This design comes from an exercise in tuning for small area, a short achievable clock period and few clock cycles on the open sky130 flow, not from production work.
At most, simulation tests tie the RTL to the original design; equivalence was not proved.
Power is estimated from default activity; no workload was simulated.

old:
Design db_req_top, start of the top module:
module db_req_top #(
    parameter int TIMEOUT_CYCLES = 1024,
    parameter int FIFO_DEPTH     = 32
) (
    input  logic                    log_clk,
    input  logic                    log_rst,
    input  logic [15:0]             src_id_i,
    input  logic [15:0]             des_id_i,
    input  logic [15:0]             target_id_i,
    input  logic                    self_check_i,
    input  logic                    nwr_req_i,
    input  logic                    link_initialized_i,
    output logic                    rapidio_ready_o,
    output logic                    nwr_ready_o,
    output logic                    nwr_busy_o,
    output logic                    nwr_ack_done_o,
    output logic                    error_o,
    output srio_req_pkg::err_type_e error_type_o,
    input  logic                    user_tvalid_i,
    output logic                    user_tready_o,
    input  logic [63:0]             user_tdata_i,
  ...
Size in the first run: about 7600 cells after synthesis, about 2400 flip-flops, ~340 I/O pins, about 92000 um2 of cells after synthesis.
==> module user_data_fifo, before the edit <==
module user_data_fifo (
    input  logic        log_clk,
    input  logic        log_rst,
    input  logic        wr_valid_i,
    input  logic [63:0] wr_data_i,
    input  logic [7:0]  wr_keep_i,
    input  logic        wr_last_i,
    input  logic        h_consume_i,    
    output logic        wr_ready_o,
    output logic [72:0] h_o,            
    output logic        h_valid_o,
    output logic        h_valid_next_o
);
    localparam int N = 31;
    logic [72:0] mem [N];
    logic [N-1:0] wen;
    logic [N-1:0] wen_n;
    logic [N-1:0] wr_oh;    
    logic [N-1:0] rd_sel;   
    logic [N-1:0] rd_pos;
    logic [72:0] rd_data;
    logic [4:0]  cnt;
    logic [4:0]  cnt_next;
    logic        ram_empty;
    logic        in_desc;
    logic        push;
    logic        h_load;
    logic [72:0] wdata;
    assign push   = wr_valid_i && wr_ready_o;
    assign h_load = !ram_empty && (!h_valid_o || h_consume_i);
    assign wdata = in_desc ?
        {wr_last_i, 8'hFF, 8'h00, srio_req_pkg::FTYPE_NWRITE, srio_req_pkg::TTYPE_NWRITE, 1'b0,
         srio_req_pkg::REQ_PRIO, 1'b0, wr_data_i[7:0], 2'b00, 34'd0} :
        {wr_last_i, wr_keep_i, wr_data_i};
    assign cnt_next       = cnt + {4'd0, push} - {4'd0, h_load};
    assign h_valid_next_o = h_load || (h_valid_o && !h_consume_i);
    for (genvar i = 0; i < N; i++) begin : g_row
        logic [72:0] d;
        assign wen[i]   = wr_ready_o && wr_oh[i];
        assign wen_n[i] = !(wr_ready_o && wr_oh[i]);
        fifo_row_hold u_hold (.w_i(wdata), .q_i(mem[i]), .en_i(wen[i]), .en_n_i(wen_n[i]), .d_o(d));
        fifo_row_reg  u_reg  (.log_clk(log_clk), .d_i(d), .q_o(mem[i]));
    end
    always_comb begin
        rd_data = '0;
        for (int i = 0; i < N; i++) rd_data = rd_data | (mem[i] & {73{rd_sel[i]}});
    end
    assign rd_pos = rd_sel | (wr_oh & {N{ram_empty}});
    always_ff @(posedge log_clk) begin
        if (!h_valid_o || h_consume_i) h_o <= rd_data;
    end
    always_ff @(posedge log_clk or posedge log_rst) begin
        if (log_rst) begin
            wr_oh      <= N'(1);
            rd_sel     <= '0;
            cnt        <= '0;
            ram_empty  <= 1'b1;
            wr_ready_o <= 1'b1;
            h_valid_o  <= 1'b0;
            in_desc    <= 1'b1;
        end else begin
            if (push) begin
                wr_oh   <= {wr_oh[N-2:0], wr_oh[N-1]};
                in_desc <= wr_last_i;
            end
            if (cnt_next == 5'd0) rd_sel <= '0;
            else if (h_load)      rd_sel <= {rd_sel[N-2:0], rd_sel[N-1]};
            else                  rd_sel <= rd_pos;
            cnt        <= cnt_next;
            ram_empty  <= (cnt_next == 5'd0);
            wr_ready_o <= (cnt_next != 5'(N));
            h_valid_o  <= h_valid_next_o;
        end
    end
endmodule
==> module fifo_row_hold, before the edit <==
module fifo_row_hold (
    input  logic [72:0] w_i,
    input  logic [72:0] q_i,
    input  logic        en_i,
    input  logic        en_n_i,
    output logic [72:0] d_o
);
    assign d_o = (w_i & {73{en_i}}) | (q_i & {73{en_n_i}});
endmodule
==> module fifo_row_reg, before the edit <==
module fifo_row_reg (
    input  logic        log_clk,
    input  logic [72:0] d_i,
    output logic [72:0] q_o
);
    always_ff @(posedge log_clk) q_o <= d_i;
endmodule
==> flow/config.mk <==
export PLATFORM = sky130hd
export DESIGN_NAME = db_req_top
export DESIGN_NICKNAME = db_req_top
export VERILOG_FILES = /design/flow/design.v
export SDC_FILE = /design/flow/constraint.sdc
export NUM_CORES = 4
export LEC_CHECK = 0
export CAP_MARGIN = 20
export CORE_MARGIN = 2
export CORE_UTILIZATION = 40
export CTS_CLUSTER_DIAMETER = 100
export CTS_CLUSTER_SIZE = 24
export SETUP_SLACK_MARGIN = 2.0
export SLEW_MARGIN = 20
export SYNTH_HIERARCHICAL = 1
==> flow/constraint.sdc <==
create_clock -name core_clock -period 5.0 [get_ports {log_clk}]
set_input_delay 1.0000 -clock core_clock [delete_from_list [all_inputs] [get_ports {log_clk}]]
set_output_delay 1.0000 -clock core_clock [all_outputs]
set_load 0.01 [all_outputs]
standard.sh (not shown) runs the stock make flow with config.mk's settings and CLKGATE_MAP_FILE= SYNTH_SCRIPT=/design/flow/synth_recipe.tcl, a recipe that flattens the netlist after the stock synthesis.
==> flow/flow/run.sh <==
#!/bin/bash
# The standard layout (standard.sh), with plain buffers instead of delay
# cells on the ports. Make's output goes to flow_make.log; the ORFS steps keep
# their own logs under orfs/logs.
set -euo pipefail
bash standard.sh "BUFFER_PORTS_ARGS=-buffer_cell sky130_fd_sc_hd__buf_2" finish > flow_make.log 2>&1
Looking at the reports, old completed the entire flow and the layout it produced met the timing, design-rule and antenna checks.
[inputs] new vs old
diff --git a/flow/design.v b/flow/design.v
--- a/flow/design.v
+++ b/flow/design.v
@@ -29,11 +29,8 @@
 );
     localparam int N = 31;
     logic [72:0] mem [N];
-    logic [N-1:0] wen;
-    logic [N-1:0] wen_n;
-    logic [N-1:0] wr_oh;    
-    logic [N-1:0] rd_sel;   
-    logic [N-1:0] rd_pos;
+    logic [4:0]  wr_ptr;
+    logic [N-1:0] rd_oh;
     logic [72:0] rd_data;
     logic [4:0]  cnt;
     logic [4:0]  cnt_next;
@@ -50,25 +47,20 @@
         {wr_last_i, wr_keep_i, wr_data_i};
     assign cnt_next       = cnt + {4'd0, push} - {4'd0, h_load};
     assign h_valid_next_o = h_load || (h_valid_o && !h_consume_i);
-    for (genvar i = 0; i < N; i++) begin : g_row
-        logic [72:0] d;
-        assign wen[i]   = wr_ready_o && wr_oh[i];
-        assign wen_n[i] = !(wr_ready_o && wr_oh[i]);
-        fifo_row_hold u_hold (.w_i(wdata), .q_i(mem[i]), .en_i(wen[i]), .en_n_i(wen_n[i]), .d_o(d));
-        fifo_row_reg  u_reg  (.log_clk(log_clk), .d_i(d), .q_o(mem[i]));
+    always_ff @(posedge log_clk) begin
+        if (wr_ready_o) mem[wr_ptr] <= wdata;
     end
     always_comb begin
         rd_data = '0;
-        for (int i = 0; i < N; i++) rd_data = rd_data | (mem[i] & {73{rd_sel[i]}});
+        for (int i = 0; i < N; i++) rd_data = rd_data | (mem[i] & {73{rd_oh[i] && !ram_empty}});
     end
-    assign rd_pos = rd_sel | (wr_oh & {N{ram_empty}});
     always_ff @(posedge log_clk) begin
         if (!h_valid_o || h_consume_i) h_o <= rd_data;
     end
     always_ff @(posedge log_clk or posedge log_rst) begin
         if (log_rst) begin
-            wr_oh      <= N'(1);
-            rd_sel     <= '0;
+            wr_ptr     <= '0;
+            rd_oh      <= N'(1);
             cnt        <= '0;
             ram_empty  <= 1'b1;
             wr_ready_o <= 1'b1;
@@ -76,12 +68,10 @@
             in_desc    <= 1'b1;
         end else begin
             if (push) begin
-                wr_oh   <= {wr_oh[N-2:0], wr_oh[N-1]};
+                wr_ptr  <= (wr_ptr == 5'(N - 1)) ? 5'd0 : wr_ptr + 5'd1;
                 in_desc <= wr_last_i;
             end
-            if (cnt_next == 5'd0) rd_sel <= '0;
-            else if (h_load)      rd_sel <= {rd_sel[N-2:0], rd_sel[N-1]};
-            else                  rd_sel <= rd_pos;
+            if (h_load) rd_oh <= {rd_oh[N-2:0], rd_oh[N-1]};
             cnt        <= cnt_next;
             ram_empty  <= (cnt_next == 5'd0);
             wr_ready_o <= (cnt_next != 5'(N));
@@ -89,22 +79,6 @@
         end
     end
 endmodule
-module fifo_row_hold (
-    input  logic [72:0] w_i,
-    input  logic [72:0] q_i,
-    input  logic        en_i,
-    input  logic        en_n_i,
-    output logic [72:0] d_o
-);
-    assign d_o = (w_i & {73{en_i}}) | (q_i & {73{en_n_i}});
-endmodule
-module fifo_row_reg (
-    input  logic        log_clk,
-    input  logic [72:0] d_i,
-    output logic [72:0] q_o
-);
-    always_ff @(posedge log_clk) q_o <= d_i;
-endmodule
 `timescale 1ns/1ps
 module iresp_decoder (
     input  logic        log_clk,
Results
new: flip-flop and latch count is 26 lower than what old reported.
NOTE: power drawn by the sequential cells in new exceeds that of old
new against old: total of clock buffers placed in the layout increased by about 11% relative to the old numbers; number of vias in the routed layout moved down; fmax grew by 1.3%; wire length of the first global-routing pass dropped 32%.
Testbench counts of new, summed over its fixed seeds: cycles 25,119.
Function not checked in old: the RTL went through the layout flow alone.

---

db_req_top, a different RTL version from the one above (not shown whole).
Size in the first run: about 4700 cells after synthesis, roughly 2400 flip-flops, ~340 I/O pins.
==> module user_data_fifo, before the edit <==
module user_data_fifo (
    input  logic        log_clk,
    input  logic        log_rst,
    input  logic        wr_valid_i,
    input  logic [63:0] wr_data_i,
    input  logic [7:0]  wr_keep_i,
    input  logic        wr_last_i,
    input  logic        h_consume_i,    
    output logic        wr_ready_o,
    output logic [72:0] h_o,            
    output logic        h_valid_o,
    output logic        h_valid_next_o
);
    localparam int N = 31;
    logic [72:0] mem [N];
    logic [4:0]  wr_ptr;
    logic [N-1:0] rd_oh;
    logic [72:0] rd_data;
    logic [4:0]  cnt;
    logic [4:0]  cnt_next;
    logic        ram_empty;
    logic        in_desc;
    logic        push;
    logic        h_load;
    logic [72:0] wdata;
    assign push   = wr_valid_i && wr_ready_o;
    assign h_load = !ram_empty && (!h_valid_o || h_consume_i);
    assign wdata = in_desc ?
        {wr_last_i, 8'hFF, 8'h00, srio_req_pkg::FTYPE_NWRITE, srio_req_pkg::TTYPE_NWRITE, 1'b0,
         srio_req_pkg::REQ_PRIO, 1'b0, wr_data_i[7:0], 2'b00, 34'd0} :
        {wr_last_i, wr_keep_i, wr_data_i};
    assign cnt_next       = cnt + {4'd0, push} - {4'd0, h_load};
    assign h_valid_next_o = h_load || (h_valid_o && !h_consume_i);
    always_ff @(posedge log_clk) begin
        if (wr_ready_o) mem[wr_ptr] <= wdata;
    end
    always_comb begin
        rd_data = '0;
        for (int i = 0; i < N; i++) rd_data = rd_data | (mem[i] & {73{rd_oh[i] && !ram_empty}});
    end
    always_ff @(posedge log_clk) begin
        if (!h_valid_o || h_consume_i) h_o <= rd_data;
    end
    always_ff @(posedge log_clk or posedge log_rst) begin
        if (log_rst) begin
            wr_ptr     <= '0;
            rd_oh      <= N'(1);
            cnt        <= '0;
            ram_empty  <= 1'b1;
            wr_ready_o <= 1'b1;
            h_valid_o  <= 1'b0;
            in_desc    <= 1'b1;
        end else begin
            if (push) begin
                wr_ptr  <= (wr_ptr == 5'(N - 1)) ? 5'd0 : wr_ptr + 5'd1;
                in_desc <= wr_last_i;
            end
            if (h_load) rd_oh <= {rd_oh[N-2:0], rd_oh[N-1]};
            cnt        <= cnt_next;
            ram_empty  <= (cnt_next == 5'd0);
            wr_ready_o <= (cnt_next != 5'(N));
            h_valid_o  <= h_valid_next_o;
        end
    end
endmodule
==> module iresp_err_tree, before the edit <==
module iresp_err_tree (
    input  logic        valid_i,
    input  logic [3:0]  ftype_i,
    input  logic [15:0] src_i,
    input  logic [15:0] tgt_i,
    input  logic [15:0] info_i,
    input  logic        sel_i,
    input  logic        tmo_sc_i,
    input  logic        tmo_int_i,
    output logic        error_o,
    output logic        err_sc_o,
    output logic        err_int_o
);
    logic [15:0] x;        
    logic [7:0]  p;        
    logic [1:0]  b_src;    
    logic [7:1]  xl;       
    logic        ok0;      
    logic        g_ft, g_hi, g_sc2, g_lo1, g_lo2, g_int2, g_int3, g_int4;
    logic        b_com, b_sc, b_int;
    logic [2:0]  g_all;    
    logic        g_sel, g_sc, g_int;
    logic        tmo_any_n, tmo_sc_n, tmo_int_n;
    for (genvar i = 0; i < 16; i++) begin : g_x
        gate_xor2 u (.a(src_i[i]), .b(tgt_i[i]), .y(x[i]));
    end
    for (genvar j = 1; j < 8; j++) begin : g_xl
        gate_xor2 u (.a(info_i[j]), .b(info_i[0]), .y(xl[j]));
    end
    gate_xor2 u_ok0 (.a(info_i[0]), .b(sel_i), .y(ok0));
    for (genvar k = 0; k < 8; k++) begin : g_p
        gate_nor2 u (.a(x[2*k]), .b(x[2*k+1]), .y(p[k]));
    end
    gate_nor4bb u_ft  (.a(ftype_i[2]), .b(ftype_i[0]), .c_n(ftype_i[3]), .d_n(ftype_i[1]), .y(g_ft));
    gate_nor4   u_hi  (.a(info_i[15]), .b(info_i[14]), .c(info_i[13]), .d(info_i[12]), .y(g_hi));
    gate_nor4b  u_sc2 (.a(info_i[11]), .b(info_i[10]), .c(info_i[9]), .d_n(info_i[8]), .y(g_sc2));
    gate_nor4   u_lo1 (.a(xl[7]), .b(xl[6]), .c(xl[5]), .d(xl[4]), .y(g_lo1));
    gate_nor3   u_lo2 (.a(xl[3]), .b(xl[2]), .c(xl[1]), .y(g_lo2));
    gate_nor4b  u_i2  (.a(info_i[11]), .b(info_i[10]), .c(info_i[8]), .d_n(info_i[9]), .y(g_int2));
    gate_nor4   u_i3  (.a(info_i[7]), .b(info_i[6]), .c(info_i[5]), .d(info_i[4]), .y(g_int3));
    gate_nor3   u_i4  (.a(info_i[3]), .b(info_i[2]), .c(info_i[1]), .y(g_int4));
    gate_nand4 u_bs0  (.a(p[0]), .b(p[1]), .c(p[2]), .d(p[3]), .y(b_src[0]));
    gate_nand4 u_bs1  (.a(p[4]), .b(p[5]), .c(p[6]), .d(p[7]), .y(b_src[1]));
    gate_nand3 u_bcom (.a(g_ft), .b(valid_i), .c(g_hi), .y(b_com));
    gate_nand3 u_bsc  (.a(g_sc2), .b(g_lo1), .c(g_lo2), .y(b_sc));
    gate_nand4 u_bint (.a(g_int2), .b(g_int3), .c(g_int4), .d(ok0), .y(b_int));
    for (genvar n = 0; n < 3; n++) begin : g_a
        gate_nor3 u (.a(b_src[0]), .b(b_src[1]), .c(b_com), .y(g_all[n]));
    end
    gate_a22oi u_gsel (.a1(tmo_sc_i), .a2(b_sc), .b1(tmo_int_i), .b2(b_int), .y(g_sel));
    gate_inv   u_gsc  (.a(b_sc), .y(g_sc));
    gate_inv   u_gint (.a(b_int), .y(g_int));
    gate_nor2  u_tany (.a(tmo_sc_i), .b(tmo_int_i), .y(tmo_any_n));
    gate_inv   u_tsc  (.a(tmo_sc_i), .y(tmo_sc_n));
    gate_inv   u_tint (.a(tmo_int_i), .y(tmo_int_n));
    gate_a21oi u_err  (.a1(g_all[0]), .a2(g_sel), .b1(tmo_any_n), .y(error_o));
    gate_a21oi u_esc  (.a1(g_all[1]), .a2(g_sc), .b1(tmo_sc_n), .y(err_sc_o));
    gate_a21oi u_eint (.a1(g_all[2]), .a2(g_int), .b1(tmo_int_n), .y(err_int_o));
endmodule
export LEC_CHECK = 0
export CAP_MARGIN = 20
export CORE_MARGIN = 2
export CORE_UTILIZATION = 40
export CTS_CLUSTER_DIAMETER = 100
export CTS_CLUSTER_SIZE = 24
export SETUP_SLACK_MARGIN = 2.0
export SLEW_MARGIN = 20
export SYNTH_HIERARCHICAL = 1
create_clock -name core_clock -period 5.0 [get_ports {log_clk}]
Scripts as last shown in full above: flow/flow/run.sh
The baseline completed without violations.
Testbench counts at the start, summed over its fixed seeds: cycles 25,119.
Edit:
--- a/flow/design.v
+++ b/flow/design.v
@@ -48,6 +48,15 @@
     assign cnt_next       = cnt + {4'd0, push} - {4'd0, h_load};
     assign h_valid_next_o = h_load || (h_valid_o && !h_consume_i);
-    always_ff @(posedge log_clk) begin
-        if (wr_ready_o) mem[wr_ptr] <= wdata;
+    logic [N-1:0] wsel;
+    logic [N-1:0][1:0] wen, wen_n;
+    for (genvar i = 0; i < N; i++) begin : g_row
+        logic [72:0] d;
+        assign wsel[i] = (wr_ptr == 5'(i));
+        for (genvar h = 0; h < 2; h++) begin : g_half
+            gate_and2  u_wen  (.a(wsel[i]), .b(wr_ready_o), .y(wen[i][h]));
+            gate_nand2 u_wenn (.a(wsel[i]), .b(wr_ready_o), .y(wen_n[i][h]));
+        end
+        fifo_row_hold u_hold (.w_i(wdata), .q_i(mem[i]), .en_i(wen[i]), .en_n_i(wen_n[i]), .d_o(d));
+        fifo_row_reg  u_reg  (.log_clk(log_clk), .d_i(d), .q_o(mem[i]));
     end
     always_comb begin
@@ -80,4 +89,21 @@
     end
 endmodule
+module fifo_row_hold (
+    input  logic [72:0] w_i,
+    input  logic [72:0] q_i,
+    input  logic [1:0]  en_i,
+    input  logic [1:0]  en_n_i,
+    output logic [72:0] d_o
+);
+    assign d_o[36:0]  = (w_i[36:0]  & {37{en_i[0]}}) | (q_i[36:0]  & {37{en_n_i[0]}});
+    assign d_o[72:37] = (w_i[72:37] & {36{en_i[1]}}) | (q_i[72:37] & {36{en_n_i[1]}});
+endmodule
+module fifo_row_reg (
+    input  logic        log_clk,
+    input  logic [72:0] d_i,
+    output logic [72:0] q_o
+);
+    always_ff @(posedge log_clk) q_o <= d_i;
+endmodule
 `timescale 1ns/1ps
 module iresp_decoder (
@@ -143,5 +169,5 @@
     logic [7:1]  xl;       
     logic        ok0;      
-    logic        g_ft, g_hi, g_sc2, g_lo1, g_lo2, g_int2, g_int3, g_int4;
+    logic        g_ft, g_hi, g_sca, g_scb, g_scc, g_scd, g_int2, g_int3, g_int4;
     logic        b_com, b_sc, b_int;
     logic [2:0]  g_all;    
@@ -160,7 +186,8 @@
     gate_nor4bb u_ft  (.a(ftype_i[2]), .b(ftype_i[0]), .c_n(ftype_i[3]), .d_n(ftype_i[1]), .y(g_ft));
     gate_nor4   u_hi  (.a(info_i[15]), .b(info_i[14]), .c(info_i[13]), .d(info_i[12]), .y(g_hi));
-    gate_nor4b  u_sc2 (.a(info_i[11]), .b(info_i[10]), .c(info_i[9]), .d_n(info_i[8]), .y(g_sc2));
-    gate_nor4   u_lo1 (.a(xl[7]), .b(xl[6]), .c(xl[5]), .d(xl[4]), .y(g_lo1));
-    gate_nor3   u_lo2 (.a(xl[3]), .b(xl[2]), .c(xl[1]), .y(g_lo2));
+    gate_nor3b  u_sca (.a(xl[7]), .b(xl[6]), .c_n(info_i[8]), .y(g_sca));
+    gate_nor2   u_scb (.a(xl[5]), .b(xl[4]), .y(g_scb));
+    gate_nor3   u_scc (.a(xl[3]), .b(xl[2]), .c(info_i[10]), .y(g_scc));
+    gate_nor3   u_scd (.a(xl[1]), .b(info_i[9]), .c(info_i[11]), .y(g_scd));
     gate_nor4b  u_i2  (.a(info_i[11]), .b(info_i[10]), .c(info_i[8]), .d_n(info_i[9]), .y(g_int2));
     gate_nor4   u_i3  (.a(info_i[7]), .b(info_i[6]), .c(info_i[5]), .d(info_i[4]), .y(g_int3));
@@ -169,5 +196,5 @@
     gate_nand4 u_bs1  (.a(p[4]), .b(p[5]), .c(p[6]), .d(p[7]), .y(b_src[1]));
     gate_nand3 u_bcom (.a(g_ft), .b(valid_i), .c(g_hi), .y(b_com));
-    gate_nand3 u_bsc  (.a(g_sc2), .b(g_lo1), .c(g_lo2), .y(b_sc));
+    gate_nand4 u_bsc  (.a(g_sca), .b(g_scb), .c(g_scc), .d(g_scd), .y(b_sc));
     gate_nand4 u_bint (.a(g_int2), .b(g_int3), .c(g_int4), .d(ok0), .y(b_int));
     for (genvar n = 0; n < 3; n++) begin : g_a
@@ -186,4 +213,6 @@
 module gate_inv    (input logic a, output logic y); assign y = !a; endmodule
 module gate_xor2   (input logic a, b, output logic y); assign y = a ^ b; endmodule
+module gate_and2   (input logic a, b, output logic y); assign y = a && b; endmodule
+module gate_nand2  (input logic a, b, output logic y); assign y = !(a && b); endmodule
 module gate_nor2   (input logic a, b, output logic y); assign y = !(a || b); endmodule
 module gate_nand3  (input logic a, b, c, output logic y); assign y = !(a && b && c); endmodule
@@ -191,4 +220,5 @@
 module gate_nor3   (input logic a, b, c, output logic y); assign y = !(a || b || c); endmodule
 module gate_nor4   (input logic a, b, c, d, output logic y); assign y = !(a || b || c || d); endmodule
+module gate_nor3b  (input logic a, b, c_n, output logic y); assign y = !(a || b || !c_n); endmodule
 module gate_nor4b  (input logic a, b, c, d_n, output logic y); assign y = !(a || b || c || !d_n); endmodule
 module gate_nor4bb (input logic a, b, c_n, d_n, output logic y); assign y = !(a || b || !c_n || !d_n); endmodule
=>
- wire length is higher by well over a third
- sequential share of layout area is lower by 22 points
- final cell count is higher by a quarter to a third
- synthesized cell count is higher by well over a third
- final area is lower slightly
- utilization is lower by 2.4 points
- power is higher by a quarter to a third
No functional check of the RTL was part of the second run of this note.

==> what the ideal ports hide <==
How much do the figures lean on ideal ports? The routed layouts below were timed once more, with nothing changed but the port constraints. Step 1 (the two cells are an assumption about what drives the block):
set clk [get_ports {log_clk}]
set_driving_cell -lib_cell sky130_fd_sc_hd__clkbuf_16 $clk
set_driving_cell -lib_cell sky130_fd_sc_hd__buf_2 [delete_from_list [all_inputs] $clk]
Step 2 times the ports against the registers' clock, not the clock port: input delays grow and output delays shrink by t, the midpoint of the rising clock arrivals with the driver on. Three values: ideal ports, drivers, drivers and shift; two values: the first two.
run | t, ns | setup slack, ns | hold slack, ns | worst register clock-pin slew, ns | pins driven straight from the clock port
old | 0.922 | 1.840 / 1.801 / 1.116 | 0.162 / 0.088 / 0.477 | 0.11 / 0.11 | 1
new | 0.897 | 1.882 / 1.828 / 1.385 | 0.076 / 0.019 / 0.490 | 0.10 / 0.10 | 1
the first run of note 2 | 0.894 | 1.747 / 1.707 / 1.396 | 0.098 / 0.028 / 0.494 | 0.10 / 0.10 | 1
the second run of note 2 | 0.932 | 1.875 / 1.848 / 1.438 | 0.039 / -0.026 / 0.477 | 0.11 / 0.11 | 1
After both steps setup and hold are still met in every run listed. For old, which loses most, drivers alone change the setup slack by -0.039 ns; drivers and shift together by -0.724 ns.
